Source: an optimization exercise on an open RTL-to-GDS flow (aim: small area, a short achievable clock period and few clock cycles per item). Production flows keep margins and buffers that such runs may drop.
Where RTL was checked, it was by simulation tests only, not by an equivalence proof against the original.
Power is estimated from default activity; no workload was simulated.

Design decimal_float_add_subtract, start of the top module:
module decimal_float_add_subtract (
  input  wire logic               clk,
  input  wire logic               rst,
  input  wire logic               in_valid,
  output logic                    in_ready,
  input  wire logic               command,
  input  wire logic               a_sign,
  input  wire logic signed [10:0] a_exponent,
  input  wire logic [63:0]        a_digits,
  input  wire logic               b_sign,
  input  wire logic signed [10:0] b_exponent,
  input  wire logic [63:0]        b_digits,
  output logic                    out_valid,
  input  wire logic               out_ready,
  output logic                    result_sign,
  output logic signed [10:0]      result_exponent,
  output logic [63:0]             result_digits,
  output logic                    exponent_out_of_range
);
  logic        adv, o_free;
  logic        rdy;    
  logic        v0, sa0, sb0, za0, zb0, ge0;
  logic [63:0] a0, b0;
  logic [10:0] ea0, eb0;
  logic [3:0]  sab0, sba0;
  logic        v1, sx1, sub1;
  logic [79:0] t1;
  logic [10:0] e1;
  logic        v2, ovf2, s2;
  logic [63:0] m2;
  logic [10:0] e2;
  logic        kv, k_sign, k_oor;
  logic [10:0] k_exp;
  logic [63:0] k_digits;
  logic [63:0] dap, dbp, mb;
  logic        zap, zbp, gep;
  logic [3:0]  sabp, sbap;
  logic [79:0] ta;
  logic [10:0] ea, eb;
  logic        sxa, suba, ovfb, sb;
  logic        zs, zo;
  logic [10:0] ze;
  logic [63:0] zd;
  assign adv      = !kv;
  assign in_ready = rdy;
  ...
For scale: about 490 flip-flops, ~240 I/O pins, ~0.033 sq mm of cells after synthesis.
==> flow/config.mk <==
export PLATFORM = sky130hd
export DESIGN_NAME = decimal_float_add_subtract
export DESIGN_NICKNAME = decimal_float_add_subtract
export VERILOG_FILES = /design/flow/design.v
export SDC_FILE = /design/flow/constraint.sdc
export NUM_CORES = 4
export LEC_CHECK = 0
export ABC_AREA = 1
export CAP_MARGIN = 20
export CORE_MARGIN = 2
export CORE_UTILIZATION = 40
export CTS_CLUSTER_DIAMETER = 100
export CTS_CLUSTER_SIZE = 20
export SLEW_MARGIN = 20
==> flow/constraint.sdc <==
create_clock -name core_clock -period 16.0 [get_ports {clk}]
set_input_delay 3.2000 -clock core_clock [delete_from_list [all_inputs] [get_ports {clk}]]
set_output_delay 3.2000 -clock core_clock [all_outputs]
set_load 0.01 [all_outputs]
standard.sh (not shown) runs the stock make flow with config.mk's settings and CLKGATE_MAP_FILE= SYNTH_SCRIPT=/design/flow/synth_recipe.tcl, a recipe that flattens the netlist after the stock synthesis.
==> flow/flow/run.sh <==
#!/bin/bash
# Own layout flow: the standard ORFS flow (standard.sh: unchanged synthesis and
# steps, the standard flow's constraint.sdc and clock period), with two changes to how the layout
# is made: the timing repair is asked to leave extra setup slack, so the layout is
# optimised for a shorter achieved period, and the port buffers are buf_1 cells (sized up by the repair where timing needs it)
# instead of the default delay-buffer cell. Every port still gets its buffer.
# make's full output is in run_standard.log; each step's tool log is in orfs/logs/.
set -euo pipefail
bash standard.sh SETUP_SLACK_MARGIN=11.75 \
  "BUFFER_PORTS_ARGS=-buffer_cell sky130_fd_sc_hd__buf_1" finish > run_standard.log 2>&1
test -f out/final.def
Testbench counts at the start, summed over its fixed seeds: cycles 16,032, items 16,000.
Next try:
--- a/flow/flow/run.sh
+++ b/flow/flow/run.sh
@@ -9 +9 @@
-bash standard.sh SETUP_SLACK_MARGIN=11.75 \
+bash standard.sh SETUP_SLACK_MARGIN=11.6 \
- GPL_TIMING_DRIVEN: unset -> 0
What happened: Die area stays the same; cell area increases by 1.0%; power increases by 2.3%; clock power increases by about 1%.
Next try:
- CORE_UTILIZATION: 40 -> 50
- GPL_TIMING_DRIVEN: 0 -> unset
Effect: Power fell by 3.2%; via count fell by 4.8%; design area fell by 2.2%; global-route usage rose by 0.84 points; wire length fell by 17%.


run D:
decimal_float_add_subtract, a different RTL version from the one above (not shown whole).
Size in the first run: about 4400 cells after synthesis, ~490 flip-flops, roughly 240 I/O pins, roughly 34000 um^2 of cells after synthesis.
==> flow/config.mk <==
export PLATFORM = sky130hd
export DESIGN_NAME = decimal_float_add_subtract
export DESIGN_NICKNAME = decimal_float_add_subtract
export VERILOG_FILES = /design/flow/design.v
export SDC_FILE = /design/flow/constraint.sdc
export NUM_CORES = 4
export LEC_CHECK = 0
export ABC_AREA = 1
export CAP_MARGIN = 20
export CORE_MARGIN = 2
export CORE_UTILIZATION = 40
export CTS_CLUSTER_DIAMETER = 110
export CTS_CLUSTER_SIZE = 25
export SLEW_MARGIN = 20
==> flow/constraint.sdc <==
create_clock -name core_clock -period 16.0 [get_ports {clk}]
set_input_delay 3.2000 -clock core_clock [delete_from_list [all_inputs] [get_ports {clk}]]
set_output_delay 3.2000 -clock core_clock [all_outputs]
set_load 0.01 [all_outputs]
==> flow/flow/run.sh <==
#!/bin/bash
# Own layout flow: the standard ORFS flow (standard.sh: unchanged synthesis and
# steps, the standard flow's constraint.sdc and clock period), with two changes to how the layout
# is made: the timing repair is asked to leave extra setup slack, so the layout is
# optimised for a shorter achieved period, and the port buffers are buf_1 cells (sized up by the repair where timing needs it)
# instead of the default delay-buffer cell. Every port still gets its buffer.
# make's full output is in run_standard.log; each step's tool log is in orfs/logs/.
set -euo pipefail
bash standard.sh SETUP_SLACK_MARGIN=11.6 \
  "BUFFER_PORTS_ARGS=-buffer_cell sky130_fd_sc_hd__buf_1" finish > run_standard.log 2>&1
test -f out/final.def
Here is what was changed in the inputs of run E compared with run D.
Settings: CTS_CLUSTER_DIAMETER changed from 110 to 120; CTS_CLUSTER_SIZE changed from 25 to 30.
## What came out
- Compared run E against run D; ratio of final minimum period to clock period within noise.
- Diff run E and run D: area added between synthesis and finish lower in run E
- On sequential standard cell area, run E and run D are basically level.
- Overall power consumption: run E vs run D down about 0.7%
- Run E and run D ended up with nearly the same routed wire length.
No functional check of the RTL was part of any run of this note.


decimal_float_add_subtract, a different RTL version from the one above (not shown whole).
Size in the first run: roughly 4700 cells after synthesis, ~530 flip-flops, ~36000 um2 of cells after synthesis.
==> flow/config.mk <==
export PLATFORM = sky130hd
export DESIGN_NAME = decimal_float_add_subtract
export DESIGN_NICKNAME = decimal_float_add_subtract
export VERILOG_FILES = /design/flow/design.v
export SDC_FILE = /design/flow/constraint.sdc
export NUM_CORES = 4
export LEC_CHECK = 0
export ABC_AREA = 1
export CAP_MARGIN = 20
export CORE_MARGIN = 2
export CORE_UTILIZATION = 40
export SLEW_MARGIN = 20
==> flow/constraint.sdc <==
create_clock -name core_clock -period 16.0 [get_ports {clk}]
set_input_delay 3.2000 -clock core_clock [delete_from_list [all_inputs] [get_ports {clk}]]
set_output_delay 3.2000 -clock core_clock [all_outputs]
set_load 0.01 [all_outputs]
==> flow/flow/run.sh <==
#!/bin/bash
# Own layout flow: the standard ORFS flow (standard.sh: unchanged synthesis and
# steps, the standard flow's constraint.sdc and clock period), with two changes to how the layout
# is made: the timing repair is asked to leave extra setup slack, so the layout is
# optimised for a shorter achieved period, and the port buffers are buf_4 cells
# instead of the default delay-buffer cell. Every port still gets its buffer.
# make's full output is in run_standard.log; each step's tool log is in orfs/logs/.
set -euo pipefail
bash standard.sh SETUP_SLACK_MARGIN=11.5 \
  "BUFFER_PORTS_ARGS=-buffer_cell sky130_fd_sc_hd__buf_4" finish > run_standard.log 2>&1
test -f out/final.def
The baseline passed the timing, design-rule and antenna checks.
Testbench counts at the start, summed over its fixed seeds: cycles 16,032, items 16,000.
Next try:
--- a/flow/config.mk
+++ b/flow/config.mk
@@ -6,5 +6,4 @@
 export NUM_CORES = 4
 export LEC_CHECK = 0
-export ABC_AREA = 1
 export CAP_MARGIN = 20
 export CORE_MARGIN = 2
Effect: Sequential power rises by a few percent; utilization came out higher by 0.66 points; setup slack stays flat; wire length went up by a little under a tenth; synthesized cell count came out lower by about a fifth; cell area grows by a few percent; area after synthesis goes up slightly.


Setup of v38:
RTL: one of the versions met above, not the one the previous note started from.
Size: ~4200 cells after synthesis, roughly 490 flip-flops, ~240 I/O pins, ~0.033 mm2 of cells after synthesis.
Settings: LEC_CHECK=0, ABC_AREA=1, CAP_MARGIN=0, CORE_MARGIN=2, CORE_UTILIZATION=40, CTS_CLUSTER_DIAMETER=100, CTS_CLUSTER_SIZE=20, SLEW_MARGIN=0; clock period 16.0 ns.
==> flow/flow/run.sh <==
#!/bin/bash
# Own layout flow: the standard ORFS flow (standard.sh: unchanged synthesis and
# steps, the standard flow's constraint.sdc and clock period), with two changes to how the layout
# is made: the timing repair is asked to leave extra setup slack, so the layout is
# optimised for a shorter achieved period, and the port buffers are buf_1 cells (sized up by the repair where timing needs it)
# instead of the default delay-buffer cell. Every port still gets its buffer.
# make's full output is in run_standard.log; each step's tool log is in orfs/logs/.
set -euo pipefail
bash standard.sh SETUP_SLACK_MARGIN=11.6 \
  "BUFFER_PORTS_ARGS=-buffer_cell sky130_fd_sc_hd__buf_1" finish > run_standard.log 2>&1
test -f out/final.def
Every stage of the flow completed for v38, and the final layout passed the timing, design-rule and antenna checks.
Testbench counts of v38, summed over its fixed seeds: cycles 16,032, items 16,000.
The following lists how v39 was set up differently from v38:
Settings: SLEW_MARGIN: 0 -> 20; CAP_MARGIN: 0 -> 20.
## What came out
Diff v38..v39 | fmax | unchanged
v39 -> v38: routed length on met1 delta 0, exact match
Re hold violation total from the final report: no difference whatsoever between v39 and v38.
On number of top-level design ports, v38 and v39 are basically level.
Die area came out exactly the same in v38 and v39.
As far as pin count of the biggest net entering global routing goes, v38 and v39 are indistinguishable; the numbers are identical.
Utilization came out exactly the same in v38 and v39.
diff inputs: v39 => v34
Settings: swapping 100 for 120 in CTS_CLUSTER_DIAMETER; swapping 20 for 30 in CTS_CLUSTER_SIZE.
- Compared with v39, in v34 wire length of the first global-routing pass fell by 880 um, maximum frequency shows an increase of 0.77%, total power now smaller, clock network power consumption went down.
- The quantity of I/O buffers inserted on ports of v39 and that of v34 are within noise of each other.
- In terms of average via count per standard cell, v34 and v39 differ only marginally.

afterwards: timing with drivers on the ports:
The flow's constraints put no driver on any port. The routed layouts listed below were extracted and timed again, unchanged, in two steps. Step 1, drivers: a clkbuf_16 drives clk and a buf_2 each remaining input, both assumed. Step 2 also shifts input and output timing later by t, the mid clock arrival at the registers, as if the neighbouring blocks saw the same clock. Slacks: no drivers / after step 1 / after step 2; pairs: no drivers / after step 1.
run	shift t [ns]	setup slack, ns	hold WS [ns]	worst setup path after step 2	pins driven straight from the clock port
the first run of note 1	0.679	11.604 / 11.539 / 11.036	0.452 / 0.452 / 0.452	input to register	1
the second run of note 1	0.674	11.590 / 11.547 / 11.081	0.453 / 0.453 / 0.453	input to register	1
the third run of note 1	0.673	11.559 / 11.553 / 10.908	0.455 / 0.455 / 0.455	input to register	1
run D	0.659	11.620 / 11.556 / 11.248	0.457 / 0.457 / 0.457	input to register	1
run E	0.657	11.628 / 11.564 / 11.234	0.460 / 0.460 / 0.460	input to register	1
the first run of note 3	0.701	11.581 / 11.510 / 11.404	0.451 / 0.451 / 0.451	input to register	1
the second run of note 3	0.694	11.579 / 11.512 / 11.412	0.450 / 0.450 / 0.450	input to register	1
v38	0.679	11.605 / 11.539 / 10.989	0.453 / 0.453 / 0.453	input to register	1
v39	0.679	11.605 / 11.539 / 10.989	0.453 / 0.453 / 0.453	input to register	1
v34	0.643	11.638 / 11.571 / 11.011	0.456 / 0.456 / 0.456	input to register	1
After both steps setup and hold are still met in every run listed. For the third run of note 1, which loses most, drivers alone change the setup slack by -0.006 ns; drivers and shift together by -0.651 ns.
